This design comes from an exercise in tuning for small area, a short achievable clock period and few clock cycles per item on the open sky130 flow, not from production work. Where RTL was checked, it was by simulation tests only, not by an equivalence proof against the original. Function not checked in runs 1 and 2: the RTL went through the layout flow alone.

## flow/design.v (module list and top-level ports; edited modules follow where they fit)
// module hsl2rgb_fa: 10 lines
// module hsl2rgb_ha: 9 lines
// module hsl2rgb_fa1: 9 lines
// module hsl2rgb_tree_c: 83 lines
// module hsl2rgb_tree_q: 41 lines
// module hsl2rgb_tree_r: 203 lines
// module hsl2rgb_tree_qd: 121 lines
// module hsl2rgb_tree_rd: 136 lines
// module hsl_to_rgb_converter_unit: 144 lines
// module hsl2rgb_low: 10 lines
// module hsl2rgb_frac: 32 lines
// module hsl2rgb_pipe: 19 lines
module hsl_to_rgb_converter_unit
(
  input  logic             clk_i,
  input  logic             rst_ni,
  input  logic             in_valid_i,
  output logic             in_ready_o,
  input  logic [hsl2rgb_pkg::HueW-1:0]  hue_degrees_i,
  input  logic [hsl2rgb_pkg::PctW-1:0]  saturation_pct_i,
  input  logic [hsl2rgb_pkg::PctW-1:0]  lightness_pct_i,
  output logic             out_valid_o,
  input  logic             out_ready_i,
  output logic [hsl2rgb_pkg::ChanW-1:0] red_o,
  output logic [hsl2rgb_pkg::ChanW-1:0] green_o,
  output logic [hsl2rgb_pkg::ChanW-1:0] blue_o
);
  // ...
==> flow/run.sh <==
#!/bin/bash
# synth_recipe.tcl (not shown) runs the flow's synth.tcl, then flattens the netlist and writes it again
# the make line also repeats each setting of config.mk as NAME=value (left out here)
make -C /OpenROAD-flow-scripts/flow DESIGN_CONFIG=/design/flow/config.mk WORK_HOME=/design/flow/orfs CLKGATE_MAP_FILE= SYNTH_SCRIPT=/design/flow/synth_recipe.tcl finish
==> flow/config.mk <==
export PLATFORM = sky130hd
export DESIGN_NAME = hsl_to_rgb_converter_unit
export DESIGN_NICKNAME = hsl_to_rgb_converter_unit
export VERILOG_FILES = /design/flow/design.v
export SDC_FILE = /design/flow/constraint.sdc
export NUM_CORES = 4
export LEC_CHECK = 0
export ABC_CLOCK_PERIOD_IN_PS = 4500
export CAP_MARGIN = 20
export CORE_MARGIN = 2
export CORE_UTILIZATION = 40
export SETUP_SLACK_MARGIN = 4.6
export SLEW_MARGIN = 20
==> flow/constraint.sdc <==
create_clock -name core_clock -period 9.5 [get_ports {clk_i}]
set_input_delay 1.9000 -clock core_clock [delete_from_list [all_inputs] [get_ports {clk_i}]]
set_output_delay 1.9000 -clock core_clock [all_outputs]
set_load 0.01 [all_outputs]
==> reports/metrics.yaml, run 1 <==
worst_setup_path:
  crit_start: "u_cut_c.g_reg.q[40]"
  end_kind: "flop"
  arrival_ns: 5.23
  worstPathMaxFanout: 4
  rrSetupSlack_ns: 4.46
  reg2reg_from: "u_cut_c.g_reg.q[40]"
synth:
  synth_xor_area_share_pct: 4.84
  synth_top_area_cell: "fa_1"
  synth_cells: 1766
  synth-compound-area-share_pct: 9.27
  synth_edf_count: 143
  synthArstFlopShare_pct: 2.72
detailed_routing:
  drtIter0Drc: 518
  wl_um: 38200
cells_and_area:
  multi_input_area_share_pct: 59.5
  final-clk-cell-share_pct: 2.67
  final_common_cell: "inv_1"
  multiInputGateArea_um2: 12600
  diodes: 0
timing:
  setup_ws_ns: 4.46
  whs_ns: 0.413
  fin_crit_ns: 5.04
  max_freq_mhz: 199
  worst_clock_skew_ns: 0.00920
global_route:
  grt_max_degree: 48
floorplanning:
  std_cell_rows: 77
  die_w_um: 216
clock_tree:
  cts_buffer_depth: 2
  cts_hold_buffers: 0
  clock-sinks: 147
  cts_tree: "built"
status:
  status: "no timing/DRC/antenna violations"
worst_hold_path:
  whs_path_depth: 0
run:
  drv_cap: 0
placed_design:
  gp_congestion: 0.899
==> run 2, diff against run 1 <==
--- a/flow/config.mk
+++ b/flow/config.mk
@@ -10,4 +10,4 @@
 export CORE_MARGIN = 2
 export CORE_UTILIZATION = 40
-export SETUP_SLACK_MARGIN = 4.6
+export SETUP_SLACK_MARGIN = 4.3
 export SLEW_MARGIN = 20
==> reports/metrics.yaml, run 2 <==
timing:
  max_freq_mhz: 195  # -1.9%
  finalSetupViolCount: 0
  worst_clock_skew_ns: 0.00874  # -0.000457 ns
  tightest_slew_ns: 0.955
  finalCritPeriodShare_pct: 54.0
  maxSlewHeadroom_pct: 36.3
  whs_ns: 0.418  # +0.00529 ns
  maxSlewViolCount: 0
  rsz0062_at_grt: "true"
  fin_crit_ns: 5.13  # +0.0953 ns
  hold_viol_final: 0
  setup-tns-final_ns: 0
synth:
  syn-cell-area_um2: 17900
  synth_fp_nets: 2236
  synth.most_common_cell: "inv_1"
  yosys_warnings: 6
  synth-adder-area-share_pct: 40.6
  netlist_top_cells_count: "402 x inv_1, 227 x fa_1, 216 x ha_1, 143 x edfxtp_1, 97 x nand2_1"
  yosysSeqAreaShare_pct: 24.5
  synth_xor_area_share_pct: 4.84  # unchanged
  synthArstFlopShare_pct: 2.72  # unchanged
  muxShareOfSynthArea_pct: 1.68
  synth_edf_count: 143  # unchanged
  synthSimpleGateAreaFrac_pct: 9.97
  synth_top_area_cell: "fa_1"
  synth_cells: 1766  # unchanged
  synth_top_family_by_area: "adder cells"
  synth.distinct_cells: 60
  yosysTopAreaCellShare_pct: 25.4
  synth_ff_type: "edfxtp_1"
  avgSynthCellArea_um2: 10.1
  ys_ff_latch: 147
  synth-compound-area-share_pct: 9.27  # unchanged
  yosys-top-cells-area: "fa_1 25%, edfxtp_1 24%, ha_1 15%, inv_1 8.4%, xnor2_1 3.0%"
cells_and_area:
  fillCellCount: 4032
  fin_nets: 2329
  final_common_cell: "inv_1"
  regMostFlops: "u_cut_c.g_reg.q"
  stdcell_count: 2464
  final_util_pct: 45.8
  final_layout_size_suffix_gt1_share_pct: 6.52
  largestRegisters: "u_cut_c.g_reg.q x47, u_cut_b.g_reg.q x41, u_cut_a.g_reg.q x28"
  syn_to_final_growth_pct: 13.1
  most-common-layout-cells: "398 x inv_1, 226 x fa_1, 214 x ha_1, 143 x edfxtp_1, 97 x nand2_1"
  largest_reg_flops: 47
  diodes: 0  # unchanged
clock_tree:
  cts_buffers: 17
  htree_levels: 4
  clock-sinks: 147  # unchanged
  clk_transition_reported_paths_ns: 0.06
  root_buffer: "clkbuf_16"
  cts_tree: "built"
  cts_buffer_depth: 2  # unchanged
  insertion_delay_ns: 0.44
floorplanning:
  coreArea_um2: 44200
  fp.dieArea_um2: 46500
  dieHeight_um: 216
  die_w_um: 216  # unchanged
  ios: 53
  std_cell_rows: 77  # unchanged
  start_util_pct: 40.5
global_route:
  grt_pass1_vias: 12500
  overflow: 0
  grt_max_degree: 48  # unchanged
  grt_pass1_wl_um: 61100
  antenna_found_initial: 1
  grt_use_total_pct: 16.2
worst_setup_path:
  worstPathMaxFanout: 4  # unchanged
  arrival_ns: 5.32  # +0.09 ns
  cp-start-kind: "flop"
  worstSetupEndpoint: "u_cut_d.g_reg.q[10]"
  reg2reg_from: "u_cut_c.g_reg.q[46]"
  rrSetupSlack_ns: 4.37  # -0.10 ns
  timing.rr.end: "u_cut_d.g_reg.q[10]"
  crit_start: "u_cut_c.g_reg.q[46]"
  worstSetupPathType: "reg2reg"
  worstPathRequired_ns: 9.69
  r2r_cells: 15
  end_kind: "flop"
detailed_routing:
  route.detailed.drc: 0
  vias: 12100
  drt_pass1_iterations: 5
  post_drt_wl_per_cell_um: 14.8
  wl_um: 36400  # -4.9%
  vias_per_cell: 4.90
  drtIter0Drc: 522  # +0.77%
  ant_nets: 0
worst_hold_path:
  hp-class: "reg2reg"
run:
  drv_cap: 0  # unchanged
placed_design:
  place_inst: 2383
  port-buffer-count: 52
  gp_congestion: 0.881  # -1.9%
  hpwl_um: 29900
status:
  status: "no timing/DRC/antenna violations"
[run 2: cells by family after synthesis]
kind of cell	Yosys count
buffers and inverters	433
AND/OR/NAND/NOR	352
multiplexers	30
flip-flops	147
XOR/XNOR	99
adder cells (fa/ha/maj)	445
AO/OA/AOI/OAI	260
[run 2: routing by layer]
layer | wire (um) | vias up | global-route usage [%]
met2 | 18000 | 201 | 28.5
met1 | 16700 | 5902 | 21.1
li1 | - | 5938 | -
met4 | 559 | 0 | 4.21
met3 | 1080 | 32 | 2.30
met5 | 0 | - | 0
[run 2: worst max-delay path: stages (launching register included)]
cell	delay [ns]
edfxtp_1	0.52
fa_1	0.57
inv_2	0.05
fa_1	0.50
inv_1	0.05
fa_1	0.50
fa_1	0.42
ha_1	0.28
o21a_1	0.17
o21a_1	0.17
a211o_1	0.33
a311o_1	0.38
a221o_1	0.41
a211oi_2	0.29
o21bai_1	0.12
xnor2_1	0.13
[run 2: how the worst min path moves through the flow]
stage / cells after the start / slack [ns] / from / to
3_3_place_gp: 0 / 0.41 / u_cut_a.g_reg.q[0] / u_cut_b.g_reg.q[0]
3_5_place_dp: 0 / 0.40 / u_cut_c.g_reg.q[0] / u_cut_d.g_reg.q[0]
5_1_grt: 0 / 0.42 / u_cut_a.g_reg.q[1] / u_cut_b.g_reg.q[1]
4_1_cts: 0 / 0.42 / u_cut_c.g_reg.q[0] / u_cut_d.g_reg.q[0]
6_report: 0 / 0.42 / u_cut_a.g_reg.q[1] / u_cut_b.g_reg.q[1]
2_1_floorplan: 0 / 0.40 / u_cut_a.g_reg.q[0] / u_cut_b.g_reg.q[0]
[run 2: layout make-up]
class | count | area [um^2] | share of cell area [%]
repair buffers | 104 | 931 | 4.60
clock inverters | 14 | 184 | 0.908
clock buffers | 18 | 429 | 2.12
multi-input cells | 1186 | 12100 | 59.5
flip-flops and latches | 147 | 4390 | 21.7
inverters | 403 | 1520 | 7.48
well taps | 592 | 741 | 3.66
[run 2: timing repair]
item / 4_1_cts / 5_1_grt
pin swaps: 0 / 16
setup endpoints to repair: 19 / 22
gates resized for setup: 3 / 34
buffers inserted: 11 / 38
hold buffers: 0 / 0
[run 2: per-stage QoR]
step           setup slack (ns)  cell area, um^2
3_3_place_gp               4.12            19100
3_5_place_dp               4.02            19100
6_report                   4.37            20200
4_1_cts                    4.30            19800
2_1_floorplan              4.38            17900
5_1_grt                    4.18            20200
==> module hsl_to_rgb_converter_unit, before the edit <==
module hsl_to_rgb_converter_unit
(
  input  logic             clk_i,
  input  logic             rst_ni,
  input  logic             in_valid_i,
  output logic             in_ready_o,
  input  logic [hsl2rgb_pkg::HueW-1:0]  hue_degrees_i,
  input  logic [hsl2rgb_pkg::PctW-1:0]  saturation_pct_i,
  input  logic [hsl2rgb_pkg::PctW-1:0]  lightness_pct_i,
  output logic             out_valid_o,
  input  logic             out_ready_i,
  output logic [hsl2rgb_pkg::ChanW-1:0] red_o,
  output logic [hsl2rgb_pkg::ChanW-1:0] green_o,
  output logic [hsl2rgb_pkg::ChanW-1:0] blue_o
);
  localparam bit CutA = 1'b1;
  localparam bit CutB = 1'b1;
  localparam bit CutC = 1'b1;
  localparam bit CutD = 1'b1;
  localparam bit [3:0] Cut = {CutD, CutC, CutB, CutA};
  logic [4:0] vin;    
  logic [4:0] en;     
  assign vin[0] = in_valid_i;
  assign en[4]  = out_ready_i;
  logic [3:0] v;      
  for (genvar i = 0; i < 4; i++) begin : g_valid
    if (Cut[i]) begin : g_reg
      logic v_q;
      always_ff @(posedge clk_i or negedge rst_ni) begin
        if (!rst_ni) begin
          v_q <= 1'b0;
        end else if (en[i]) begin
          v_q <= vin[i];
        end
      end
      assign vin[i+1] = v_q;
      assign v[i]     = v_q;
    end else begin : g_wire
      assign vin[i+1] = vin[i];
      assign v[i]     = 1'b0;
    end
    assign en[i] = out_ready_i || !(&(v[3:i] | ~Cut[3:i]));
  end
  logic [3:0] ld;
  for (genvar i = 0; i < 4; i++) begin : g_load
    assign ld[i] = en[i] && vin[i];
  end
  assign in_ready_o  = en[0];
  assign out_valid_o = vin[4];
  logic [2:0] sec;     
  logic [5:0] w;       
  logic [6:0] s, l, m;
  logic [4:0] a;       
  logic       neg;     
  logic [6:0] g;
  logic [3:0] k, gm;
  assign g = hue_degrees_i[8:2];
  always_comb begin
    k = 4'd0;
    for (int i = 1; i <= 8; i++) begin
      if (g >= 7'(15 * i)) k = 4'(i);
    end
  end
  assign gm  = 4'(g - 7'(k * 4'd15));
  assign w   = {gm, hue_degrees_i[1:0]};
  assign sec = (k >= 4'd6) ? 3'(k - 4'd6) : 3'(k);
  assign a   = 5'((w >= 6'd30) ? w - 6'd30 : 6'd30 - w);
  assign neg = (w < 6'd30) ^ sec[0];
  assign s = (saturation_pct_i > hsl2rgb_pkg::PctMax) ? hsl2rgb_pkg::PctMax : saturation_pct_i;
  assign l = (lightness_pct_i  > hsl2rgb_pkg::PctMax) ? hsl2rgb_pkg::PctMax : lightness_pct_i;
  assign m = (l < hsl2rgb_pkg::PctHalf) ? l : hsl2rgb_pkg::PctMax - l;
  logic [5:0] ma;
  logic [6:0] sa, la;
  logic [4:0] aa;
  logic       nega;
  logic [2:0] seca;
  hsl2rgb_pipe #(.W(29), .EN(CutA)) u_cut_a (
    .clk_i, .en_i(ld[0]),
    .d_i({m[5:0], s, l, a, neg, sec}),
    .q_o({ma, sa, la, aa, nega, seca})
  );
  logic [12:0] c;
  logic [13:0] q;
  logic [13:0] cs, cy, qs, qy, cw;
  hsl2rgb_tree_c u_tree_c (.m_i(ma), .s_i(sa), .s_o(cs), .y_o(cy));
  hsl2rgb_tree_q u_tree_q (.cs_i(cs), .cy_i(cy), .l_i(la), .s_o(qs), .y_o(qy));
  assign cw = cs + cy;
  assign c  = cw[12:0];
  assign q  = qs + qy;
  logic [12:0] cb;
  logic [13:0] qb;
  logic [6:0]  lb;
  logic [4:0]  ab;
  logic        negb;
  logic [2:0]  secb;
  hsl2rgb_pipe #(.W(43), .EN(CutB)) u_cut_b (
    .clk_i, .en_i(ld[1]),
    .d_i({c, q, la, aa, nega, seca}),
    .q_o({cb, qb, lb, ab, negb, secb})
  );
  logic [18:0] rs, ry, r;
  hsl2rgb_tree_r u_tree_r (.c_i(cb), .a_i(ab), .neg_i(negb), .l_i(lb), .s_o(rs), .y_o(ry));
  assign r = rs + ry;
  logic [22:0] qds, qdy, qacc;
  logic [17:0] yq;
  hsl2rgb_tree_qd u_tree_qd (.q_i(qb), .s_o(qds), .y_o(qdy));
  assign qacc = qds + qdy;
  assign yq   = qacc[21:4];
  logic [18:0] rc;
  logic [17:0] yqc;
  logic [6:0]  lc;
  logic [2:0]  secc;
  hsl2rgb_pipe #(.W(47), .EN(CutC)) u_cut_c (
    .clk_i, .en_i(ld[2]),
    .d_i({r, yq, lb, secb}),
    .q_o({rc, yqc, lc, secc})
  );
  logic [7:0]  lq, lp, lr;
  logic [18:0] lv;
  assign lq = yqc[17:10];
  logic [26:0] rds, rdy, racc;
  hsl2rgb_tree_rd u_tree_rd (.r_i(rc), .s_o(rds), .y_o(rdy));
  assign racc = rds + rdy;
  assign lr   = racc[24:17];
  hsl2rgb_frac u_frac (.l_i(lc), .v_o(lv));
  hsl2rgb_low  u_low  (.yq_i(yqc), .v_i(lv), .lp_o(lp));
  logic [7:0] lqd, lpd, lrd;
  logic [2:0] secd;
  hsl2rgb_pipe #(.W(27), .EN(CutD)) u_cut_d (
    .clk_i, .en_i(ld[3]),
    .d_i({lq, lp, lr, secc}),
    .q_o({lqd, lpd, lrd, secd})
  );
  always_comb begin
    case (secd)
      3'd0:    begin red_o = lqd; green_o = lrd; blue_o = lpd; end
      3'd1:    begin red_o = lrd; green_o = lqd; blue_o = lpd; end
      3'd2:    begin red_o = lpd; green_o = lqd; blue_o = lrd; end
      3'd3:    begin red_o = lpd; green_o = lrd; blue_o = lqd; end
      3'd4:    begin red_o = lrd; green_o = lpd; blue_o = lqd; end
      default: begin red_o = lqd; green_o = lpd; blue_o = lrd; end
    endcase
  end
endmodule
==> run 3, diff against run 2 <==
--- a/flow/design.v
+++ b/flow/design.v
@@ -34,5 +34,5 @@
   assign y_o = a_i | b_i;
 endmodule
-module hsl2rgb_tree_c (
+module hsl2rgb_mul_c (
   input  logic [5:0] m_i,
   input  logic [6:0] s_i,
@@ -117,10 +117,9 @@
   assign y_o = {1'b0, 1'b0, p41, s24, s23, s22, s21, s20, s19, s18, s17, p14, p7, 1'b0};
 endmodule
-module hsl2rgb_tree_q (
+module hsl2rgb_add_q (
   input  logic [13:0] cs_i,
   input  logic [13:0] cy_i,
   input  logic [6:0] l_i,
-  output logic [13:0] s_o,
-  output logic [13:0] y_o
+  output logic [13:0] sum_o
 );
   logic s1, y1, s2, y2, s3, y3, s4, y4, s5, y5, s6, y6;
@@ -155,14 +154,16 @@
   hsl2rgb_fa u_s25 (.a_i(y13), .b_i(s14), .c_i(l_i[6]), .s_o(s25), .y_o(y25));
   hsl2rgb_fa u_s26 (.a_i(y14), .b_i(cs_i[13]), .c_i(cy_i[13]), .s_o(s26), .y_o(y26));
-  assign s_o = {y25, y24, y23, y22, y21, y20, y19, y18, y17, y16, y15, s15, cs_i[1], cs_i[0]};
-  assign y_o = {s26, s25, s24, s23, s22, s21, s20, s19, s18, s17, s16, l_i[0], cy_i[1], cy_i[0]};
+  logic [13:0] r0, r1, sum;
+  assign r0 = {y25, y24, y23, y22, y21, y20, y19, y18, y17, y16, y15, s15, cs_i[1], cs_i[0]};
+  assign r1 = {s26, s25, s24, s23, s22, s21, s20, s19, s18, s17, s16, l_i[0], cy_i[1], cy_i[0]};
+  assign sum = r0 + r1;
+  assign sum_o = sum[13:0];
 endmodule
-module hsl2rgb_tree_r (
+module hsl2rgb_mul_r (
   input  logic [12:0] c_i,
   input  logic [4:0] a_i,
   input  logic [0:0] neg_i,
   input  logic [6:0] l_i,
-  output logic [18:0] s_o,
-  output logic [18:0] y_o
+  output logic [18:0] sum_o
 );
   logic p0, p1, p2, p3, p4, p5, p6, p7, p8, p9, p10, p11;
@@ -171,21 +172,20 @@
   logic p36, p37, p38, p39, p40, p41, p42, p43, p44, p45, p46, p47;
   logic p48, p49, p50, p51, p52, p53, p54, p55, p56, p57, p58, p59;
-  logic p60, p61, p62, p63, p64, p65, p66, p67, p68, p69, p77, p78;
-  logic p79, p80, p81, p82, p83, s1, y1, s2, y2, s3, y3, s4;
-  logic y4, s5, y5, s6, y6, s7, y7, s8, y8, s9, y9, s10;
-  logic y10, s11, y11, s12, y12, s13, y13, s14, y14, s15, y15, s16;
-  logic y16, s17, y17, s18, y18, s19, y19, s20, y20, s21, y21, s22;
-  logic y22, s23, y23, s24, y24, s25, y25, s26, y26, s27, y27, s28;
-  logic y28, s29, y29, s30, y30, s31, y31, s32, y32, s33, y33, s34;
-  logic y34, s35, y35, s36, y36, s37, y37, s38, y38, s39, y39, s40;
-  logic y40, s41, y41, s42, y42, s43, y43, s44, y44, s45, y45, s46;
-  logic y46, s47, y47, s48, y48, s49, y49, s50, y50, s51, y51, s52;
-  logic y52, s53, y53, s54, y54, s55, y55, s56, y56, s57, y57, s58;
-  logic y58, s59, y59, s60, y60, s61, y61, s62, y62, s63, y63, s64;
-  logic y64, s65, y65, s66, y66, s67, y67, s68, y68, s69, y69, s70;
-  logic y70, s71, y71, s72, y72, s73, y73, s74, y74, s75, y75, s76;
-  logic y76, s77, y77, s78, y78, s79, y79, s80, y80, s81, y81, s82;
-  logic y82, s83, y83, s84, y84, s85, y85, s86, y86, s87, y87, s88;
-  logic y88, s89, y89, s90, y90, s91, y91, s92, y92, s93, y93;
+  logic p60, p61, p62, p63, p64, p65, p66, p67, p68, p69, p70, p71;
+  logic p72, p73, p74, p82, p83, p84, p85, p86, p87, p88, s1, y1;
+  logic s2, y2, s3, y3, s4, y4, s5, y5, s6, y6, s7, y7;
+  logic s8, y8, s9, y9, s10, y10, s11, y11, s12, y12, s13, y13;
+  logic s14, y14, s15, y15, s16, y16, s17, y17, s18, y18, s19, y19;
+  logic s20, y20, s21, y21, s22, y22, s23, y23, s24, y24, s25, y25;
+  logic s26, y26, s27, y27, s28, y28, s29, y29, s30, y30, s31, y31;
+  logic s32, y32, s33, y33, s34, y34, s35, y35, s36, y36, s37, y37;
+  logic s38, y38, s39, y39, s40, y40, s41, y41, s42, y42, s43, y43;
+  logic s44, y44, s45, y45, s46, y46, s47, y47, s48, y48, s49, y49;
+  logic s50, y50, s51, y51, s52, y52, s53, y53, s54, y54, s55, y55;
+  logic s56, y56, s57, y57, s58, y58, s59, y59, s60, y60, s61, y61;
+  logic s62, y62, s63, y63, s64, y64, s65, y65, s66, y66, s67, y67;
+  logic s68, y68, s69, y69, s70, y70, s71, y71, s72, y72, s73, y73;
+  logic s74, y74, s75, y75, s76, y76, s77, y77, s78, y78, s79, y79;
+  logic s80, y80;
   assign p0 = a_i[0] & (c_i[0] ^ neg_i[0]);
   assign p1 = a_i[0] & (c_i[1] ^ neg_i[0]);
@@ -201,168 +201,162 @@
   assign p11 = a_i[0] & (c_i[11] ^ neg_i[0]);
   assign p12 = a_i[0] & (c_i[12] ^ neg_i[0]);
-  assign p13 = a_i[0] & neg_i[0];
-  assign p14 = a_i[1] & (c_i[0] ^ neg_i[0]);
-  assign p15 = a_i[1] & (c_i[1] ^ neg_i[0]);
-  assign p16 = a_i[1] & (c_i[2] ^ neg_i[0]);
-  assign p17 = a_i[1] & (c_i[3] ^ neg_i[0]);
-  assign p18 = a_i[1] & (c_i[4] ^ neg_i[0]);
-  assign p19 = a_i[1] & (c_i[5] ^ neg_i[0]);
-  assign p20 = a_i[1] & (c_i[6] ^ neg_i[0]);
-  assign p21 = a_i[1] & (c_i[7] ^ neg_i[0]);
-  assign p22 = a_i[1] & (c_i[8] ^ neg_i[0]);
-  assign p23 = a_i[1] & (c_i[9] ^ neg_i[0]);
-  assign p24 = a_i[1] & (c_i[10] ^ neg_i[0]);
-  assign p25 = a_i[1] & (c_i[11] ^ neg_i[0]);
-  assign p26 = a_i[1] & (c_i[12] ^ neg_i[0]);
-  assign p27 = a_i[1] & neg_i[0];
-  assign p28 = a_i[2] & (c_i[0] ^ neg_i[0]);
-  assign p29 = a_i[2] & (c_i[1] ^ neg_i[0]);
-  assign p30 = a_i[2] & (c_i[2] ^ neg_i[0]);
-  assign p31 = a_i[2] & (c_i[3] ^ neg_i[0]);
-  assign p32 = a_i[2] & (c_i[4] ^ neg_i[0]);
-  assign p33 = a_i[2] & (c_i[5] ^ neg_i[0]);
-  assign p34 = a_i[2] & (c_i[6] ^ neg_i[0]);
-  assign p35 = a_i[2] & (c_i[7] ^ neg_i[0]);
-  assign p36 = a_i[2] & (c_i[8] ^ neg_i[0]);
-  assign p37 = a_i[2] & (c_i[9] ^ neg_i[0]);
-  assign p38 = a_i[2] & (c_i[10] ^ neg_i[0]);
-  assign p39 = a_i[2] & (c_i[11] ^ neg_i[0]);
-  assign p40 = a_i[2] & (c_i[12] ^ neg_i[0]);
-  assign p41 = a_i[2] & neg_i[0];
-  assign p42 = a_i[3] & (c_i[0] ^ neg_i[0]);
-  assign p43 = a_i[3] & (c_i[1] ^ neg_i[0]);
-  assign p44 = a_i[3] & (c_i[2] ^ neg_i[0]);
-  assign p45 = a_i[3] & (c_i[3] ^ neg_i[0]);
-  assign p46 = a_i[3] & (c_i[4] ^ neg_i[0]);
-  assign p47 = a_i[3] & (c_i[5] ^ neg_i[0]);
-  assign p48 = a_i[3] & (c_i[6] ^ neg_i[0]);
-  assign p49 = a_i[3] & (c_i[7] ^ neg_i[0]);
-  assign p50 = a_i[3] & (c_i[8] ^ neg_i[0]);
-  assign p51 = a_i[3] & (c_i[9] ^ neg_i[0]);
-  assign p52 = a_i[3] & (c_i[10] ^ neg_i[0]);
-  assign p53 = a_i[3] & (c_i[11] ^ neg_i[0]);
-  assign p54 = a_i[3] & (c_i[12] ^ neg_i[0]);
-  assign p55 = a_i[3] & neg_i[0];
-  assign p56 = a_i[4] & (c_i[0] ^ neg_i[0]);
-  assign p57 = a_i[4] & (c_i[1] ^ neg_i[0]);
-  assign p58 = a_i[4] & (c_i[2] ^ neg_i[0]);
-  assign p59 = a_i[4] & (c_i[3] ^ neg_i[0]);
-  assign p60 = a_i[4] & (c_i[4] ^ neg_i[0]);
-  assign p61 = a_i[4] & (c_i[5] ^ neg_i[0]);
-  assign p62 = a_i[4] & (c_i[6] ^ neg_i[0]);
-  assign p63 = a_i[4] & (c_i[7] ^ neg_i[0]);
-  assign p64 = a_i[4] & (c_i[8] ^ neg_i[0]);
-  assign p65 = a_i[4] & (c_i[9] ^ neg_i[0]);
-  assign p66 = a_i[4] & (c_i[10] ^ neg_i[0]);
-  assign p67 = a_i[4] & (c_i[11] ^ neg_i[0]);
-  assign p68 = a_i[4] & (c_i[12] ^ neg_i[0]);
-  assign p69 = a_i[4] & neg_i[0];
-  assign p77 = ~l_i[0];
-  assign p78 = ~l_i[1];
-  assign p79 = ~l_i[2];
-  assign p80 = ~l_i[3];
-  assign p81 = ~l_i[4];
-  assign p82 = ~l_i[5];
-  assign p83 = ~l_i[6];
-  hsl2rgb_ha u_s1 (.a_i(p3), .b_i(p16), .s_o(s1), .y_o(y1));
-  hsl2rgb_fa u_s2 (.a_i(p4), .b_i(p17), .c_i(p30), .s_o(s2), .y_o(y2));
-  hsl2rgb_ha u_s3 (.a_i(p5), .b_i(p18), .s_o(s3), .y_o(y3));
-  hsl2rgb_fa u_s4 (.a_i(p6), .b_i(p19), .c_i(p32), .s_o(s4), .y_o(y4));
-  hsl2rgb_ha u_s5 (.a_i(p45), .b_i(p58), .s_o(s5), .y_o(y5));
-  hsl2rgb_fa u_s6 (.a_i(p7), .b_i(p20), .c_i(p33), .s_o(s6), .y_o(y6));
-  hsl2rgb_ha u_s7 (.a_i(p46), .b_i(p59), .s_o(s7), .y_o(y7));
-  hsl2rgb_fa u_s8 (.a_i(p8), .b_i(p21), .c_i(p34), .s_o(s8), .y_o(y8));
-  hsl2rgb_ha u_s9 (.a_i(p47), .b_i(p60), .s_o(s9), .y_o(y9));
-  hsl2rgb_fa u_s10 (.a_i(p9), .b_i(p22), .c_i(p35), .s_o(s10), .y_o(y10));
-  hsl2rgb_ha u_s11 (.a_i(p48), .b_i(p61), .s_o(s11), .y_o(y11));
-  hsl2rgb_fa u_s12 (.a_i(p10), .b_i(p23), .c_i(p36), .s_o(s12), .y_o(y12));
-  hsl2rgb_ha u_s13 (.a_i(p49), .b_i(p62), .s_o(s13), .y_o(y13));
-  hsl2rgb_fa u_s14 (.a_i(p11), .b_i(p24), .c_i(p37), .s_o(s14), .y_o(y14));
-  hsl2rgb_ha u_s15 (.a_i(p50), .b_i(p63), .s_o(s15), .y_o(y15));
-  hsl2rgb_fa u_s16 (.a_i(p12), .b_i(p25), .c_i(p38), .s_o(s16), .y_o(y16));
-  hsl2rgb_fa u_s17 (.a_i(p51), .b_i(p64), .c_i(l_i[0]), .s_o(s17), .y_o(y17));
-  hsl2rgb_fa u_s18 (.a_i(p13), .b_i(p26), .c_i(p39), .s_o(s18), .y_o(y18));
-  hsl2rgb_fa u_s19 (.a_i(p52), .b_i(p65), .c_i(l_i[1]), .s_o(s19), .y_o(y19));
-  hsl2rgb_fa u_s20 (.a_i(p13), .b_i(p27), .c_i(p40), .s_o(s20), .y_o(y20));
-  hsl2rgb_fa u_s21 (.a_i(p53), .b_i(p66), .c_i(l_i[2]), .s_o(s21), .y_o(y21));
-  hsl2rgb_fa u_s22 (.a_i(p13), .b_i(p27), .c_i(p41), .s_o(s22), .y_o(y22));
-  hsl2rgb_fa u_s23 (.a_i(p54), .b_i(p67), .c_i(l_i[3]), .s_o(s23), .y_o(y23));
-  hsl2rgb_fa u_s24 (.a_i(p13), .b_i(p27), .c_i(p41), .s_o(s24), .y_o(y24));
-  hsl2rgb_fa u_s25 (.a_i(p55), .b_i(p68), .c_i(l_i[4]), .s_o(s25), .y_o(y25));
-  hsl2rgb_fa u_s26 (.a_i(p13), .b_i(p27), .c_i(p41), .s_o(s26), .y_o(y26));
-  hsl2rgb_fa u_s27 (.a_i(p13), .b_i(p27), .c_i(p41), .s_o(s27), .y_o(y27));
-  hsl2rgb_fa u_s28 (.a_i(s1), .b_i(p29), .c_i(p42), .s_o(s28), .y_o(y28));
-  hsl2rgb_fa u_s29 (.a_i(y1), .b_i(s2), .c_i(p43), .s_o(s29), .y_o(y29));
-  hsl2rgb_ha u_s30 (.a_i(p56), .b_i(p69), .s_o(s30), .y_o(y30));
-  hsl2rgb_fa u_s31 (.a_i(y2), .b_i(s3), .c_i(p31), .s_o(s31), .y_o(y31));
-  hsl2rgb_fa u_s32 (.a_i(p44), .b_i(p57), .c_i(p79), .s_o(s32), .y_o(y32));
-  hsl2rgb_fa u_s33 (.a_i(y3), .b_i(s4), .c_i(s5), .s_o(s33), .y_o(y33));
-  hsl2rgb_fa1 u_s34 (.a_i(p77), .b_i(p80), .s_o(s34), .y_o(y34));
-  hsl2rgb_fa u_s35 (.a_i(y4), .b_i(y5), .c_i(s6), .s_o(s35), .y_o(y35));
-  hsl2rgb_fa u_s36 (.a_i(s7), .b_i(p78), .c_i(p81), .s_o(s36), .y_o(y36));
-  hsl2rgb_fa u_s37 (.a_i(y6), .b_i(y7), .c_i(s8), .s_o(s37), .y_o(y37));
-  hsl2rgb_fa u_s38 (.a_i(s9), .b_i(p79), .c_i(p82), .s_o(s38), .y_o(y38));
-  hsl2rgb_fa u_s39 (.a_i(y8), .b_i(y9), .c_i(s10), .s_o(s39), .y_o(y39));
-  hsl2rgb_fa u_s40 (.a_i(s11), .b_i(p80), .c_i(p83), .s_o(s40), .y_o(y40));
-  hsl2rgb_fa u_s41 (.a_i(y10), .b_i(y11), .c_i(s12), .s_o(s41), .y_o(y41));
-  hsl2rgb_fa u_s42 (.a_i(s13), .b_i(p77), .c_i(p81), .s_o(s42), .y_o(y42));
-  hsl2rgb_fa u_s43 (.a_i(y12), .b_i(y13), .c_i(s14), .s_o(s43), .y_o(y43));
-  hsl2rgb_fa u_s44 (.a_i(s15), .b_i(p78), .c_i(p82), .s_o(s44), .y_o(y44));
-  hsl2rgb_fa u_s45 (.a_i(y14), .b_i(y15), .c_i(s16), .s_o(s45), .y_o(y45));
-  hsl2rgb_fa u_s46 (.a_i(s17), .b_i(p79), .c_i(p83), .s_o(s46), .y_o(y46));
-  hsl2rgb_fa u_s47 (.a_i(y16), .b_i(y17), .c_i(s18), .s_o(s47), .y_o(y47));
-  hsl2rgb_fa1 u_s48 (.a_i(s19), .b_i(p80), .s_o(s48), .y_o(y48));
-  hsl2rgb_fa u_s49 (.a_i(y18), .b_i(y19), .c_i(s20), .s_o(s49), .y_o(y49));
-  hsl2rgb_fa1 u_s50 (.a_i(s21), .b_i(p81), .s_o(s50), .y_o(y50));
-  hsl2rgb_fa u_s51 (.a_i(y20), .b_i(y21), .c_i(s22), .s_o(s51), .y_o(y51));
-  hsl2rgb_fa1 u_s52 (.a_i(s23), .b_i(p82), .s_o(s52), .y_o(y52));
-  hsl2rgb_fa u_s53 (.a_i(y22), .b_i(y23), .c_i(s24), .s_o(s53), .y_o(y53));
-  hsl2rgb_fa1 u_s54 (.a_i(s25), .b_i(p83), .s_o(s54), .y_o(y54));
-  hsl2rgb_fa u_s55 (.a_i(y24), .b_i(y25), .c_i(s26), .s_o(s55), .y_o(y55));
-  hsl2rgb_fa u_s56 (.a_i(p55), .b_i(p69), .c_i(l_i[5]), .s_o(s56), .y_o(y56));
-  hsl2rgb_fa u_s57 (.a_i(y26), .b_i(s27), .c_i(p55), .s_o(s57), .y_o(y57));
-  hsl2rgb_fa1 u_s58 (.a_i(p69), .b_i(l_i[6]), .s_o(s58), .y_o(y58));
-  hsl2rgb_ha u_s59 (.a_i(p2), .b_i(p15), .s_o(s59), .y_o(y59));
-  hsl2rgb_fa u_s60 (.a_i(s28), .b_i(p55), .c_i(p77), .s_o(s60), .y_o(y60));
-  hsl2rgb_fa u_s61 (.a_i(y28), .b_i(s29), .c_i(s30), .s_o(s61), .y_o(y61));
-  hsl2rgb_fa u_s62 (.a_i(y29), .b_i(y30), .c_i(s31), .s_o(s62), .y_o(y62));
-  hsl2rgb_fa u_s63 (.a_i(y31), .b_i(y32), .c_i(s33), .s_o(s63), .y_o(y63));
-  hsl2rgb_fa u_s64 (.a_i(y33), .b_i(y34), .c_i(s35), .s_o(s64), .y_o(y64));
-  hsl2rgb_fa u_s65 (.a_i(y35), .b_i(y36), .c_i(s37), .s_o(s65), .y_o(y65));
-  hsl2rgb_fa u_s66 (.a_i(y37), .b_i(y38), .c_i(s39), .s_o(s66), .y_o(y66));
-  hsl2rgb_fa u_s67 (.a_i(y39), .b_i(y40), .c_i(s41), .s_o(s67), .y_o(y67));
-  hsl2rgb_fa u_s68 (.a_i(y41), .b_i(y42), .c_i(s43), .s_o(s68), .y_o(y68));
-  hsl2rgb_fa u_s69 (.a_i(y43), .b_i(y44), .c_i(s45), .s_o(s69), .y_o(y69));
-  hsl2rgb_fa u_s70 (.a_i(y45), .b_i(y46), .c_i(s47), .s_o(s70), .y_o(y70));
-  hsl2rgb_fa u_s71 (.a_i(y47), .b_i(y48), .c_i(s49), .s_o(s71), .y_o(y71));
-  hsl2rgb_fa u_s72 (.a_i(y49), .b_i(y50), .c_i(s51), .s_o(s72), .y_o(y72));
-  hsl2rgb_fa u_s73 (.a_i(y51), .b_i(y52), .c_i(s53), .s_o(s73), .y_o(y73));
-  hsl2rgb_fa u_s74 (.a_i(y53), .b_i(y54), .c_i(s55), .s_o(s74), .y_o(y74));
-  hsl2rgb_fa u_s75 (.a_i(y55), .b_i(y56), .c_i(s57), .s_o(s75), .y_o(y75));
-  hsl2rgb_ha u_s76 (.a_i(p1), .b_i(p14), .s_o(s76), .y_o(y76));
-  hsl2rgb_fa u_s77 (.a_i(s59), .b_i(p28), .c_i(p41), .s_o(s77), .y_o(y77));
-  hsl2rgb_fa1 u_s78 (.a_i(y59), .b_i(s60), .s_o(s78), .y_o(y78));
-  hsl2rgb_fa u_s79 (.a_i(y60), .b_i(s61), .c_i(p78), .s_o(s79), .y_o(y79));
-  hsl2rgb_fa u_s80 (.a_i(y61), .b_i(s62), .c_i(s32), .s_o(s80), .y_o(y80));
-  hsl2rgb_fa u_s81 (.a_i(y62), .b_i(s63), .c_i(s34), .s_o(s81), .y_o(y81));
-  hsl2rgb_fa u_s82 (.a_i(y63), .b_i(s64), .c_i(s36), .s_o(s82), .y_o(y82));
-  hsl2rgb_fa u_s83 (.a_i(y64), .b_i(s65), .c_i(s38), .s_o(s83), .y_o(y83));
-  hsl2rgb_fa u_s84 (.a_i(y65), .b_i(s66), .c_i(s40), .s_o(s84), .y_o(y84));
-  hsl2rgb_fa u_s85 (.a_i(y66), .b_i(s67), .c_i(s42), .s_o(s85), .y_o(y85));
-  hsl2rgb_fa u_s86 (.a_i(y67), .b_i(s68), .c_i(s44), .s_o(s86), .y_o(y86));
-  hsl2rgb_fa u_s87 (.a_i(y68), .b_i(s69), .c_i(s46), .s_o(s87), .y_o(y87));
-  hsl2rgb_fa u_s88 (.a_i(y69), .b_i(s70), .c_i(s48), .s_o(s88), .y_o(y88));
-  hsl2rgb_fa u_s89 (.a_i(y70), .b_i(s71), .c_i(s50), .s_o(s89), .y_o(y89));
-  hsl2rgb_fa u_s90 (.a_i(y71), .b_i(s72), .c_i(s52), .s_o(s90), .y_o(y90));
-  hsl2rgb_fa u_s91 (.a_i(y72), .b_i(s73), .c_i(s54), .s_o(s91), .y_o(y91));
-  hsl2rgb_fa u_s92 (.a_i(y73), .b_i(s74), .c_i(s56), .s_o(s92), .y_o(y92));
-  hsl2rgb_fa u_s93 (.a_i(y74), .b_i(s75), .c_i(s58), .s_o(s93), .y_o(y93));
-  assign s_o = {y92, y91, y90, y89, y88, y87, y86, y85, y84, y83, y82, y81, y80, y79, y78, y77, y76, s76, p0};
-  assign y_o = {s93, s92, s91, s90, s89, s88, s87, s86, s85, s84, s83, s82, s81, s80, s79, s78, s77, p27, p13};
+  assign p13 = ~(a_i[0] & neg_i[0]);
+  assign p14 = a_i[0] & neg_i[0];
+  assign p15 = a_i[1] & (c_i[0] ^ neg_i[0]);
+  assign p16 = a_i[1] & (c_i[1] ^ neg_i[0]);
+  assign p17 = a_i[1] & (c_i[2] ^ neg_i[0]);
+  assign p18 = a_i[1] & (c_i[3] ^ neg_i[0]);
+  assign p19 = a_i[1] & (c_i[4] ^ neg_i[0]);
+  assign p20 = a_i[1] & (c_i[5] ^ neg_i[0]);
+  assign p21 = a_i[1] & (c_i[6] ^ neg_i[0]);
+  assign p22 = a_i[1] & (c_i[7] ^ neg_i[0]);
+  assign p23 = a_i[1] & (c_i[8] ^ neg_i[0]);
+  assign p24 = a_i[1] & (c_i[9] ^ neg_i[0]);
+  assign p25 = a_i[1] & (c_i[10] ^ neg_i[0]);
+  assign p26 = a_i[1] & (c_i[11] ^ neg_i[0]);
+  assign p27 = a_i[1] & (c_i[12] ^ neg_i[0]);
+  assign p28 = ~(a_i[1] & neg_i[0]);
+  assign p29 = a_i[1] & neg_i[0];
+  assign p30 = a_i[2] & (c_i[0] ^ neg_i[0]);
+  assign p31 = a_i[2] & (c_i[1] ^ neg_i[0]);
+  assign p32 = a_i[2] & (c_i[2] ^ neg_i[0]);
+  assign p33 = a_i[2] & (c_i[3] ^ neg_i[0]);
+  assign p34 = a_i[2] & (c_i[4] ^ neg_i[0]);
+  assign p35 = a_i[2] & (c_i[5] ^ neg_i[0]);
+  assign p36 = a_i[2] & (c_i[6] ^ neg_i[0]);
+  assign p37 = a_i[2] & (c_i[7] ^ neg_i[0]);
+  assign p38 = a_i[2] & (c_i[8] ^ neg_i[0]);
+  assign p39 = a_i[2] & (c_i[9] ^ neg_i[0]);
+  assign p40 = a_i[2] & (c_i[10] ^ neg_i[0]);
+  assign p41 = a_i[2] & (c_i[11] ^ neg_i[0]);
+  assign p42 = a_i[2] & (c_i[12] ^ neg_i[0]);
+  assign p43 = ~(a_i[2] & neg_i[0]);
+  assign p44 = a_i[2] & neg_i[0];
+  assign p45 = a_i[3] & (c_i[0] ^ neg_i[0]);
+  assign p46 = a_i[3] & (c_i[1] ^ neg_i[0]);
+  assign p47 = a_i[3] & (c_i[2] ^ neg_i[0]);
+  assign p48 = a_i[3] & (c_i[3] ^ neg_i[0]);
+  assign p49 = a_i[3] & (c_i[4] ^ neg_i[0]);
+  assign p50 = a_i[3] & (c_i[5] ^ neg_i[0]);
+  assign p51 = a_i[3] & (c_i[6] ^ neg_i[0]);
+  assign p52 = a_i[3] & (c_i[7] ^ neg_i[0]);
+  assign p53 = a_i[3] & (c_i[8] ^ neg_i[0]);
+  assign p54 = a_i[3] & (c_i[9] ^ neg_i[0]);
+  assign p55 = a_i[3] & (c_i[10] ^ neg_i[0]);
+  assign p56 = a_i[3] & (c_i[11] ^ neg_i[0]);
+  assign p57 = a_i[3] & (c_i[12] ^ neg_i[0]);
+  assign p58 = ~(a_i[3] & neg_i[0]);
+  assign p59 = a_i[3] & neg_i[0];
+  assign p60 = a_i[4] & (c_i[0] ^ neg_i[0]);
+  assign p61 = a_i[4] & (c_i[1] ^ neg_i[0]);
+  assign p62 = a_i[4] & (c_i[2] ^ neg_i[0]);
+  assign p63 = a_i[4] & (c_i[3] ^ neg_i[0]);
+  assign p64 = a_i[4] & (c_i[4] ^ neg_i[0]);
+  assign p65 = a_i[4] & (c_i[5] ^ neg_i[0]);
+  assign p66 = a_i[4] & (c_i[6] ^ neg_i[0]);
+  assign p67 = a_i[4] & (c_i[7] ^ neg_i[0]);
+  assign p68 = a_i[4] & (c_i[8] ^ neg_i[0]);
+  assign p69 = a_i[4] & (c_i[9] ^ neg_i[0]);
+  assign p70 = a_i[4] & (c_i[10] ^ neg_i[0]);
+  assign p71 = a_i[4] & (c_i[11] ^ neg_i[0]);
+  assign p72 = a_i[4] & (c_i[12] ^ neg_i[0]);
+  assign p73 = ~(a_i[4] & neg_i[0]);
+  assign p74 = a_i[4] & neg_i[0];
+  assign p82 = ~l_i[0];
+  assign p83 = ~l_i[1];
+  assign p84 = ~l_i[2];
+  assign p85 = ~l_i[3];
+  assign p86 = ~l_i[4];
+  assign p87 = ~l_i[5];
+  assign p88 = ~l_i[6];
+  hsl2rgb_ha u_s1 (.a_i(p3), .b_i(p17), .s_o(s1), .y_o(y1));
+  hsl2rgb_fa u_s2 (.a_i(p4), .b_i(p18), .c_i(p32), .s_o(s2), .y_o(y2));
+  hsl2rgb_ha u_s3 (.a_i(p5), .b_i(p19), .s_o(s3), .y_o(y3));
+  hsl2rgb_fa u_s4 (.a_i(p6), .b_i(p20), .c_i(p34), .s_o(s4), .y_o(y4));
+  hsl2rgb_ha u_s5 (.a_i(p48), .b_i(p62), .s_o(s5), .y_o(y5));
+  hsl2rgb_fa u_s6 (.a_i(p7), .b_i(p21), .c_i(p35), .s_o(s6), .y_o(y6));
+  hsl2rgb_ha u_s7 (.a_i(p49), .b_i(p63), .s_o(s7), .y_o(y7));
+  hsl2rgb_fa u_s8 (.a_i(p8), .b_i(p22), .c_i(p36), .s_o(s8), .y_o(y8));
+  hsl2rgb_ha u_s9 (.a_i(p50), .b_i(p64), .s_o(s9), .y_o(y9));
+  hsl2rgb_fa u_s10 (.a_i(p9), .b_i(p23), .c_i(p37), .s_o(s10), .y_o(y10));
+  hsl2rgb_ha u_s11 (.a_i(p51), .b_i(p65), .s_o(s11), .y_o(y11));
+  hsl2rgb_fa u_s12 (.a_i(p10), .b_i(p24), .c_i(p38), .s_o(s12), .y_o(y12));
+  hsl2rgb_ha u_s13 (.a_i(p52), .b_i(p66), .s_o(s13), .y_o(y13));
+  hsl2rgb_fa u_s14 (.a_i(p11), .b_i(p25), .c_i(p39), .s_o(s14), .y_o(y14));
+  hsl2rgb_ha u_s15 (.a_i(p53), .b_i(p67), .s_o(s15), .y_o(y15));
+  hsl2rgb_fa u_s16 (.a_i(p12), .b_i(p26), .c_i(p40), .s_o(s16), .y_o(y16));
+  hsl2rgb_fa u_s17 (.a_i(p54), .b_i(p68), .c_i(l_i[0]), .s_o(s17), .y_o(y17));
+  hsl2rgb_fa u_s18 (.a_i(p13), .b_i(p27), .c_i(p41), .s_o(s18), .y_o(y18));
+  hsl2rgb_ha u_s19 (.a_i(p55), .b_i(p69), .s_o(s19), .y_o(y19));
+  hsl2rgb_fa u_s20 (.a_i(p28), .b_i(p42), .c_i(p56), .s_o(s20), .y_o(y20));
+  hsl2rgb_fa u_s21 (.a_i(s1), .b_i(p31), .c_i(p45), .s_o(s21), .y_o(y21));
+  hsl2rgb_fa u_s22 (.a_i(y1), .b_i(s2), .c_i(p46), .s_o(s22), .y_o(y22));
+  hsl2rgb_ha u_s23 (.a_i(p60), .b_i(p74), .s_o(s23), .y_o(y23));
+  hsl2rgb_fa u_s24 (.a_i(y2), .b_i(s3), .c_i(p33), .s_o(s24), .y_o(y24));
+  hsl2rgb_fa u_s25 (.a_i(p47), .b_i(p61), .c_i(p84), .s_o(s25), .y_o(y25));
+  hsl2rgb_fa u_s26 (.a_i(y3), .b_i(s4), .c_i(s5), .s_o(s26), .y_o(y26));
+  hsl2rgb_fa1 u_s27 (.a_i(p82), .b_i(p85), .s_o(s27), .y_o(y27));
+  hsl2rgb_fa u_s28 (.a_i(y4), .b_i(y5), .c_i(s6), .s_o(s28), .y_o(y28));
+  hsl2rgb_fa u_s29 (.a_i(s7), .b_i(p83), .c_i(p86), .s_o(s29), .y_o(y29));
+  hsl2rgb_fa u_s30 (.a_i(y6), .b_i(y7), .c_i(s8), .s_o(s30), .y_o(y30));
+  hsl2rgb_fa u_s31 (.a_i(s9), .b_i(p84), .c_i(p87), .s_o(s31), .y_o(y31));
+  hsl2rgb_fa u_s32 (.a_i(y8), .b_i(y9), .c_i(s10), .s_o(s32), .y_o(y32));
+  hsl2rgb_fa u_s33 (.a_i(s11), .b_i(p85), .c_i(p88), .s_o(s33), .y_o(y33));
+  hsl2rgb_fa u_s34 (.a_i(y10), .b_i(y11), .c_i(s12), .s_o(s34), .y_o(y34));
+  hsl2rgb_fa u_s35 (.a_i(s13), .b_i(p82), .c_i(p86), .s_o(s35), .y_o(y35));
+  hsl2rgb_fa u_s36 (.a_i(y12), .b_i(y13), .c_i(s14), .s_o(s36), .y_o(y36));
+  hsl2rgb_fa u_s37 (.a_i(s15), .b_i(p83), .c_i(p87), .s_o(s37), .y_o(y37));
+  hsl2rgb_fa u_s38 (.a_i(y14), .b_i(y15), .c_i(s16), .s_o(s38), .y_o(y38));
+  hsl2rgb_fa u_s39 (.a_i(s17), .b_i(p84), .c_i(p88), .s_o(s39), .y_o(y39));
+  hsl2rgb_fa u_s40 (.a_i(y16), .b_i(y17), .c_i(s18), .s_o(s40), .y_o(y40));
+  hsl2rgb_fa u_s41 (.a_i(s19), .b_i(l_i[1]), .c_i(p85), .s_o(s41), .y_o(y41));
+  hsl2rgb_fa u_s42 (.a_i(y18), .b_i(y19), .c_i(s20), .s_o(s42), .y_o(y42));
+  hsl2rgb_fa u_s43 (.a_i(p70), .b_i(l_i[2]), .c_i(p86), .s_o(s43), .y_o(y43));
+  hsl2rgb_fa u_s44 (.a_i(y20), .b_i(p43), .c_i(p57), .s_o(s44), .y_o(y44));
+  hsl2rgb_fa u_s45 (.a_i(p71), .b_i(l_i[3]), .c_i(p87), .s_o(s45), .y_o(y45));
+  hsl2rgb_fa u_s46 (.a_i(p58), .b_i(p72), .c_i(l_i[4]), .s_o(s46), .y_o(y46));
+  hsl2rgb_ha u_s47 (.a_i(p2), .b_i(p16), .s_o(s47), .y_o(y47));
+  hsl2rgb_fa u_s48 (.a_i(s21), .b_i(p59), .c_i(p82), .s_o(s48), .y_o(y48));
+  hsl2rgb_fa u_s49 (.a_i(y21), .b_i(s22), .c_i(s23), .s_o(s49), .y_o(y49));
+  hsl2rgb_fa u_s50 (.a_i(y22), .b_i(y23), .c_i(s24), .s_o(s50), .y_o(y50));
+  hsl2rgb_fa u_s51 (.a_i(y24), .b_i(y25), .c_i(s26), .s_o(s51), .y_o(y51));
+  hsl2rgb_fa u_s52 (.a_i(y26), .b_i(y27), .c_i(s28), .s_o(s52), .y_o(y52));
+  hsl2rgb_fa u_s53 (.a_i(y28), .b_i(y29), .c_i(s30), .s_o(s53), .y_o(y53));
+  hsl2rgb_fa u_s54 (.a_i(y30), .b_i(y31), .c_i(s32), .s_o(s54), .y_o(y54));
+  hsl2rgb_fa u_s55 (.a_i(y32), .b_i(y33), .c_i(s34), .s_o(s55), .y_o(y55));
+  hsl2rgb_fa u_s56 (.a_i(y34), .b_i(y35), .c_i(s36), .s_o(s56), .y_o(y56));
+  hsl2rgb_fa u_s57 (.a_i(y36), .b_i(y37), .c_i(s38), .s_o(s57), .y_o(y57));
+  hsl2rgb_fa u_s58 (.a_i(y38), .b_i(y39), .c_i(s40), .s_o(s58), .y_o(y58));
+  hsl2rgb_fa u_s59 (.a_i(y40), .b_i(y41), .c_i(s42), .s_o(s59), .y_o(y59));
+  hsl2rgb_fa u_s60 (.a_i(y42), .b_i(y43), .c_i(s44), .s_o(s60), .y_o(y60));
+  hsl2rgb_fa u_s61 (.a_i(y44), .b_i(y45), .c_i(s46), .s_o(s61), .y_o(y61));
+  hsl2rgb_fa u_s62 (.a_i(y46), .b_i(p73), .c_i(l_i[5]), .s_o(s62), .y_o(y62));
+  hsl2rgb_ha u_s63 (.a_i(p1), .b_i(p15), .s_o(s63), .y_o(y63));
+  hsl2rgb_fa u_s64 (.a_i(s47), .b_i(p30), .c_i(p44), .s_o(s64), .y_o(y64));
+  hsl2rgb_fa1 u_s65 (.a_i(y47), .b_i(s48), .s_o(s65), .y_o(y65));
+  hsl2rgb_fa u_s66 (.a_i(y48), .b_i(s49), .c_i(p83), .s_o(s66), .y_o(y66));
+  hsl2rgb_fa u_s67 (.a_i(y49), .b_i(s50), .c_i(s25), .s_o(s67), .y_o(y67));
+  hsl2rgb_fa u_s68 (.a_i(y50), .b_i(s51), .c_i(s27), .s_o(s68), .y_o(y68));
+  hsl2rgb_fa u_s69 (.a_i(y51), .b_i(s52), .c_i(s29), .s_o(s69), .y_o(y69));
+  hsl2rgb_fa u_s70 (.a_i(y52), .b_i(s53), .c_i(s31), .s_o(s70), .y_o(y70));
+  hsl2rgb_fa u_s71 (.a_i(y53), .b_i(s54), .c_i(s33), .s_o(s71), .y_o(y71));
+  hsl2rgb_fa u_s72 (.a_i(y54), .b_i(s55), .c_i(s35), .s_o(s72), .y_o(y72));
+  hsl2rgb_fa u_s73 (.a_i(y55), .b_i(s56), .c_i(s37), .s_o(s73), .y_o(y73));
+  hsl2rgb_fa u_s74 (.a_i(y56), .b_i(s57), .c_i(s39), .s_o(s74), .y_o(y74));
+  hsl2rgb_fa u_s75 (.a_i(y57), .b_i(s58), .c_i(s41), .s_o(s75), .y_o(y75));
+  hsl2rgb_fa u_s76 (.a_i(y58), .b_i(s59), .c_i(s43), .s_o(s76), .y_o(y76));
+  hsl2rgb_fa u_s77 (.a_i(y59), .b_i(s60), .c_i(s45), .s_o(s77), .y_o(y77));
+  hsl2rgb_fa u_s78 (.a_i(y60), .b_i(s61), .c_i(p88), .s_o(s78), .y_o(y78));
+  hsl2rgb_fa1 u_s79 (.a_i(y61), .b_i(s62), .s_o(s79), .y_o(y79));
+  hsl2rgb_ha u_s80 (.a_i(y62), .b_i(l_i[6]), .s_o(s80), .y_o(y80));
+  logic [18:0] r0, r1, sum;
+  assign r0 = {y79, y78, y77, y76, y75, y74, y73, y72, y71, y70, y69, y68, y67, y66, y65, y64, y63, s63, p0};
+  assign r1 = {s80, s79, s78, s77, s76, s75, s74, s73, s72, s71, s70, s69, s68, s67, s66, s65, s64, p29, p14};
+  assign sum = r0 + r1;
+  assign sum_o = sum[18:0];
 endmodule
-module hsl2rgb_tree_qd (
+module hsl2rgb_div_q (
   input  logic [13:0] q_i,
-  output logic [22:0] s_o,
-  output logic [22:0] y_o
+  output logic [17:0] sum_o
 );
   logic p14, p15, p16, p17, p18, p19, p20, p21, p22, p23, p24, p25;
@@ -479,11 +473,13 @@
   hsl2rgb_ha u_s83 (.a_i(y61), .b_i(q_i[12]), .s_o(s83), .y_o(y83));
   assign i83 = ~q_i[13];
-  assign s_o = {y83, y82, y81, y80, y79, y78, y77, y76, y75, y74, y73, y72, y71, y70, y69, y68, y67, y66, y65, y64, y63, y62, s62};
-  assign y_o = {i83, s83, s82, s81, s80, s79, s78, s77, s76, s75, s74, s73, s72, s71, s70, s69, s68, s67, s66, s65, s64, s63, p25};
+  logic [22:0] r0, r1, sum;
+  assign r0 = {y83, y82, y81, y80, y79, y78, y77, y76, y75, y74, y73, y72, y71, y70, y69, y68, y67, y66, y65, y64, y63, y62, s62};
+  assign r1 = {i83, s83, s82, s81, s80, s79, s78, s77, s76, s75, s74, s73, s72, s71, s70, s69, s68, s67, s66, s65, s64, s63, p25};
+  assign sum = r0 + r1;
+  assign sum_o = sum[21:4];
 endmodule
-module hsl2rgb_tree_rd (
+module hsl2rgb_div_r (
   input  logic [18:0] r_i,
-  output logic [26:0] s_o,
-  output logic [26:0] y_o
+  output logic [7:0] sum_o
 );
   logic p14, p15, p16, p17, p18, p19, p20, p21, p22, p23, p24, p25;
@@ -615,6 +611,9 @@
   assign i90 = ~r_i[17];
   assign i91 = ~r_i[18];
-  assign s_o = {r_i[18], r_i[17], y90, y89, y88, y87, y86, y85, y84, y83, y82, y81, y80, y79, y78, y77, y76, y75, y74, y73, y72, y71, y70, y69, y68, y67, s67};
-  assign y_o = {1'b1, i91, i90, s90, s89, s88, s87, s86, s85, s84, s83, s82, s81, s80, s79, s78, s77, s76, s75, s74, s73, s72, s71, s70, s69, s68, 1'b1};
+  logic [26:0] r0, r1, sum;
+  assign r0 = {r_i[18], r_i[17], y90, y89, y88, y87, y86, y85, y84, y83, y82, y81, y80, y79, y78, y77, y76, y75, y74, y73, y72, y71, y70, y69, y68, y67, s67};
+  assign r1 = {1'b1, i91, i90, s90, s89, s88, s87, s86, s85, s84, s83, s82, s81, s80, s79, s78, s77, s76, s75, s74, s73, s72, s71, s70, s69, s68, 1'b1};
+  assign sum = r0 + r1;
+  assign sum_o = sum[24:17];
 endmodule
 module hsl_to_rgb_converter_unit
@@ -701,10 +700,9 @@
   logic [12:0] c;
   logic [13:0] q;
-  logic [13:0] cs, cy, qs, qy, cw;
-  hsl2rgb_tree_c u_tree_c (.m_i(ma), .s_i(sa), .s_o(cs), .y_o(cy));
-  hsl2rgb_tree_q u_tree_q (.cs_i(cs), .cy_i(cy), .l_i(la), .s_o(qs), .y_o(qy));
+  logic [13:0] cs, cy, cw;
+  hsl2rgb_mul_c u_mul_c (.m_i(ma), .s_i(sa), .s_o(cs), .y_o(cy));
+  hsl2rgb_add_q u_add_q (.cs_i(cs), .cy_i(cy), .l_i(la), .sum_o(q));
   assign cw = cs + cy;
   assign c  = cw[12:0];
-  assign q  = qs + qy;
   logic [12:0] cb;
   logic [13:0] qb;
@@ -718,12 +716,8 @@
     .q_o({cb, qb, lb, ab, negb, secb})
   );
-  logic [18:0] rs, ry, r;
-  hsl2rgb_tree_r u_tree_r (.c_i(cb), .a_i(ab), .neg_i(negb), .l_i(lb), .s_o(rs), .y_o(ry));
-  assign r = rs + ry;
-  logic [22:0] qds, qdy, qacc;
+  logic [18:0] r;
+  hsl2rgb_mul_r u_mul_r (.c_i(cb), .a_i(ab), .neg_i(negb), .l_i(lb), .sum_o(r));
   logic [17:0] yq;
-  hsl2rgb_tree_qd u_tree_qd (.q_i(qb), .s_o(qds), .y_o(qdy));
-  assign qacc = qds + qdy;
-  assign yq   = qacc[21:4];
+  hsl2rgb_div_q u_div_q (.q_i(qb), .sum_o(yq));
   logic [18:0] rc;
   logic [17:0] yqc;
@@ -738,8 +732,5 @@
   logic [18:0] lv;
   assign lq = yqc[17:10];
-  logic [26:0] rds, rdy, racc;
-  hsl2rgb_tree_rd u_tree_rd (.r_i(rc), .s_o(rds), .y_o(rdy));
-  assign racc = rds + rdy;
-  assign lr   = racc[24:17];
+  hsl2rgb_div_r u_div_r (.r_i(rc), .sum_o(lr));
   hsl2rgb_frac u_frac (.l_i(lc), .v_o(lv));
   hsl2rgb_low  u_low  (.yq_i(yqc), .v_i(lv), .lp_o(lp));
--- a/flow/config.mk
+++ b/flow/config.mk
@@ -10,4 +10,4 @@
 export CORE_MARGIN = 2
 export CORE_UTILIZATION = 40
-export SETUP_SLACK_MARGIN = 4.3
+export SETUP_SLACK_MARGIN = 4.7
 export SLEW_MARGIN = 20
==> reports/metrics.yaml, run 3 <==
synth:
  synthArstFlopShare_pct: 2.72  # unchanged
  synth_ff_type: "edfxtp_1"
  synth.most_common_cell: "inv_1"
  yosysSeqAreaShare_pct: 25.0  # +0.41 points
  synth.distinct_cells: 63  # +5.0%
  synth_cells: 1719  # -2.7%
  synth_fp_nets: 2181  # -2.5%
  yosysTopAreaCellShare_pct: 25.2  # -0.15 points
  yosys_warnings: 6  # unchanged
  synth_top_area_cell: "fa_1"
  ys_ff_latch: 147  # unchanged
  yosys-top-cells-area: "fa_1 25%, edfxtp_1 24%, ha_1 15%, inv_1 8.6%, xnor2_1 3.0%"
  syn-cell-area_um2: 17600  # -1.6%
  netlist_top_cells_count: "402 x inv_1, 222 x fa_1, 213 x ha_1, 143 x edfxtp_1, 86 x nand2_1"
  synth_edf_count: 143  # unchanged
  avgSynthCellArea_um2: 10.2  # +1.1%
timing:
  fin_crit_ns: 5.06  # -0.0733 ns
  hold_viol_final: 0  # unchanged
  worst_clock_skew_ns: 0.0108  # +0.00210 ns
  maxSlewHeadroom_pct: 38.8  # +2.5 points
  max_freq_mhz: 198  # +1.4%
  finalSetupViolCount: 0  # unchanged
  tightest_slew_ns: 0.919  # -0.0368 ns
  maxSlewViolCount: 0  # unchanged
  setup_ws_ns: 4.44  # +0.0733 ns
  finalCritPeriodShare_pct: 53.3  # -0.77 points
  rsz0062_at_grt: "true"
  setup-tns-final_ns: 0  # unchanged
detailed_routing:
  ant_nets: 0  # unchanged
  drt_pass1_iterations: 5  # unchanged
  wl_um: 36500  # +0.29%
  vias: 11800  # -2.7%
  drtIter0Drc: 589  # +13%
  route.detailed.drc: 0  # unchanged
  post_drt_wl_per_cell_um: 14.8  # +0.33%
  vias_per_cell: 4.77  # -2.6%
placed_design:
  hpwl_um: 28800  # -3.7%
  gp_congestion: 0.830  # -5.8%
  port-buffer-count: 52  # unchanged
  pre_cts_slack_ns: 3.81  # -0.203 ns
worst_setup_path:
  r2r_cells: 16  # +1
  arrival_ns: 5.24  # -0.08 ns
  crit_slowest_cell: "fa_1"
  worstSetupPathType: "reg2reg"
  reg2reg_from: "u_cut_a.g_reg.q[26]"
  cp_common_cell: "fa_1"
  rrSetupSlack_ns: 4.44  # +0.07 ns
  end_kind: "flop"
  timing.rr.end: "u_cut_b.g_reg.q[29]"
  worstPathMaxFanout: 4  # unchanged
  cp-start-kind: "flop"
  cp_cell_sequence: "nand2_1, fa_1, inv_2, fa_1, fa_1, fa_1, inv_1, fa_1, inv_1, fa_1, ha_4, nor2b_4, o21a_1, o31a_1, o41ai_2, xor2_1"
  worstPathRequired_ns: 9.68  # about the same
  max_stage_delay_ns: 0.52  # -0.05 ns
global_route:
  antenna_found_initial: 3  # +2
  grt_max_degree: 48  # unchanged
  grt_pass1_vias: 12200  # -2.3%
  grt_use_total_pct: 16.8  # +0.52 points
  overflow: 0  # unchanged
  grt_pass1_wl_um: 60100  # -1.7%
worst_hold_path:
  worstHoldStart: "u_cut_a.g_reg.q[1]"
  whs_path_depth: 0  # unchanged
  hp-class: "reg2reg"
  worstHoldEndpoint: "u_cut_b.g_reg.q[1]"
cells_and_area:
  fillCellCount: 3864  # -4.2%
  largest_reg_flops: 47  # unchanged
  diodes: 0  # unchanged
  largestRegisters: "u_cut_c.g_reg.q x47, u_cut_b.g_reg.q x41, u_cut_a.g_reg.q x28"
  regMostFlops: "u_cut_c.g_reg.q"
  final_common_cell: "inv_1"
  syn_to_final_growth_pct: 18.9
  most-common-layout-cells: "391 x inv_1, 212 x fa_1, 200 x ha_1, 143 x edfxtp_1, 99 x buf_4"
  final_layout_size_suffix_gt1_share_pct: 13.8  # +7.3 points
  fin_nets: 2327  # -0.086%
clock_tree:
  cts_buffer_depth: 2  # unchanged
  cts_tree: "built"
  clk_transition_reported_paths_ns: 0.07  # about the same
  cts_buffers: 17  # unchanged
  clock-sinks: 147  # unchanged
  htree_levels: 4  # unchanged
  root_buffer: "clkbuf_16"
  insertion_delay_ns: 0.44  # about the same
floorplanning:
  die_w_um: 214  # -0.80%
  ios: 53  # unchanged
  std_cell_rows: 76  # -1.3%
  fp.dieArea_um2: 45700  # -1.6%
  dieHeight_um: 214  # -0.80%
  start_util_pct: 40.7  # +0.22 points
  coreArea_um2: 43300  # -2.2%
run:
  drv_cap: 0  # unchanged
status:
  status: "no timing/DRC/antenna violations"
## run 3: changes by cell type after synthesis, moves of 5 or more
cell | before | now
a21o_1 | 13 | 21
and3_1 | 10 | 5
fa_1 | 227 | 222
nand2_1 | 97 | 86
nor3_1 | 26 | 17
o21a_1 | 14 | 21
o21ai_0 | 52 | 44
## run 3: metal layers
metal	vias to the layer above	part of all wire, %	track usage (%)
met5	-	0.11	0
met4	6	1.9	4.55
met3	42	2.9	3.12
met2	153	51	29.7
met1	5712	45	21.0
li1	5839	-	-
## run 3: logic make-up (layout without fill, tap and decap cells)
| family | count (synthesis) | after routing | share of synthesized area, % |
|---|---|---|---|
| compound gates | 259 | 259 | 9.50 |
| mux | 30 | 30 | 1.71 |
| flops | 147 | 147 | 25.0 |
| buf+inv | 434 | 593 | 9.34 |
| xor+xnor | 103 | 103 | 5.12 |
| fa+ha+maj | 437 | 437 | 40.5 |
| simple gates | 309 | 309 | 8.90 |
## run 3: repair_timing
item                       4_1_cts  5_1_grt
gates resized for setup         69       66
setup endpoints to repair       43       47
pin swaps                       36       47
hold buffers                     0        0
cloned                           1        0
buffers inserted                61       41
## run 3: how the worst max path moves through the flow
stage / from / to / slack, ns / cells past startpoint
after floorplan: u_cut_a.g_reg.q[26] / u_cut_b.g_reg.q[29] / 4.58 / 15
after global placement: u_cut_c.g_reg.q[7] / u_cut_d.g_reg.q[18] / 4.10 / 22
after detailed placement: u_cut_c.g_reg.q[7] / u_cut_d.g_reg.q[18] / 3.81 / 22
after CTS: u_cut_a.g_reg.q[24] / u_cut_b.g_reg.q[29] / 4.38 / 16
after global routing: u_cut_a.g_reg.q[25] / u_cut_b.g_reg.q[29] / 4.26 / 16
final: u_cut_a.g_reg.q[26] / u_cut_b.g_reg.q[29] / 4.44 / 16
## run 3: through the flow
stage | hold WS, ns | cell area [um^2] | instances | util [%]
after CTS | 0.421 | 20400 | 2422 | 47.1
after global routing | 0.434 | 20900 | 2463 | 48.4
after floorplan | 0.400 | 17700 | 1719 | -
after detailed placement | 0.406 | 18800 | 2328 | 43.5
after global placement | 0.406 | 18800 | 2328 | 43.5
final | 0.421 | 20900 | 2463 | 48.4
## run 3: critical path: cells and delay by family (launching register included)
| kind | cells | cell delay, ns |
|---|---|---|
| XOR/XNOR | 1 | 0.12 |
| flip-flops | 1 | 0.43 |
| buffers and inverters | 3 | 0.14 |
| AND/OR/NAND/NOR | 2 | 0.21 |
| adder cells (fa/ha/maj) | 7 | 3.23 |
| AO/OA/AOI/OAI | 3 | 0.67 |
## run 3: cell type report
type,instances,area [um^2],share of cell area (%)
clock inverters,15,275,1.32
flip-flops and latches,147,4390,21.0
inverters,403,1520,7.26
clock buffers,17,425,2.03
repair buffers,158,1360,6.50
multi-input cells,1138,12200,58.4
well taps,585,732,3.50
Testbench counts of run 3, summed over its fixed seeds: cycles 12,032, items 12,000.

[static timing again, ports no longer ideal]
Ports are ideal in the flow. The routed layouts listed here were re-timed in OpenROAD.
Step 1, drivers: a clkbuf_16 drives clk_i and a buf_2 each remaining input, both assumed.
Step 2 times the ports against the registers' clock, not the clock port: input delays grow and output delays shrink by t, the midpoint of the rising clock arrivals with the driver on.
Slacks: ideal ports / drivers / drivers and shift; pairs: ideal ports / drivers.
run	t (ns)	slack for setup (ns)	slew at the worst register clock pin (ns)	worst slew at a driven data input, ns	cell pins on the clock port's net
run 1	0.492	4.462 / 4.462 / 4.462	0.06 / 0.06	0.04	1
run 2	0.490	4.367 / 4.367 / 4.116	0.06 / 0.06	0.04	1
run 3	0.490	4.440 / 4.440 / 4.405	0.07 / 0.07	0.03	1
After both steps setup and hold are still met in every run listed. For run 2, which loses most, drivers alone change the setup slack by 0.000 ns; drivers and shift together by -0.251 ns.
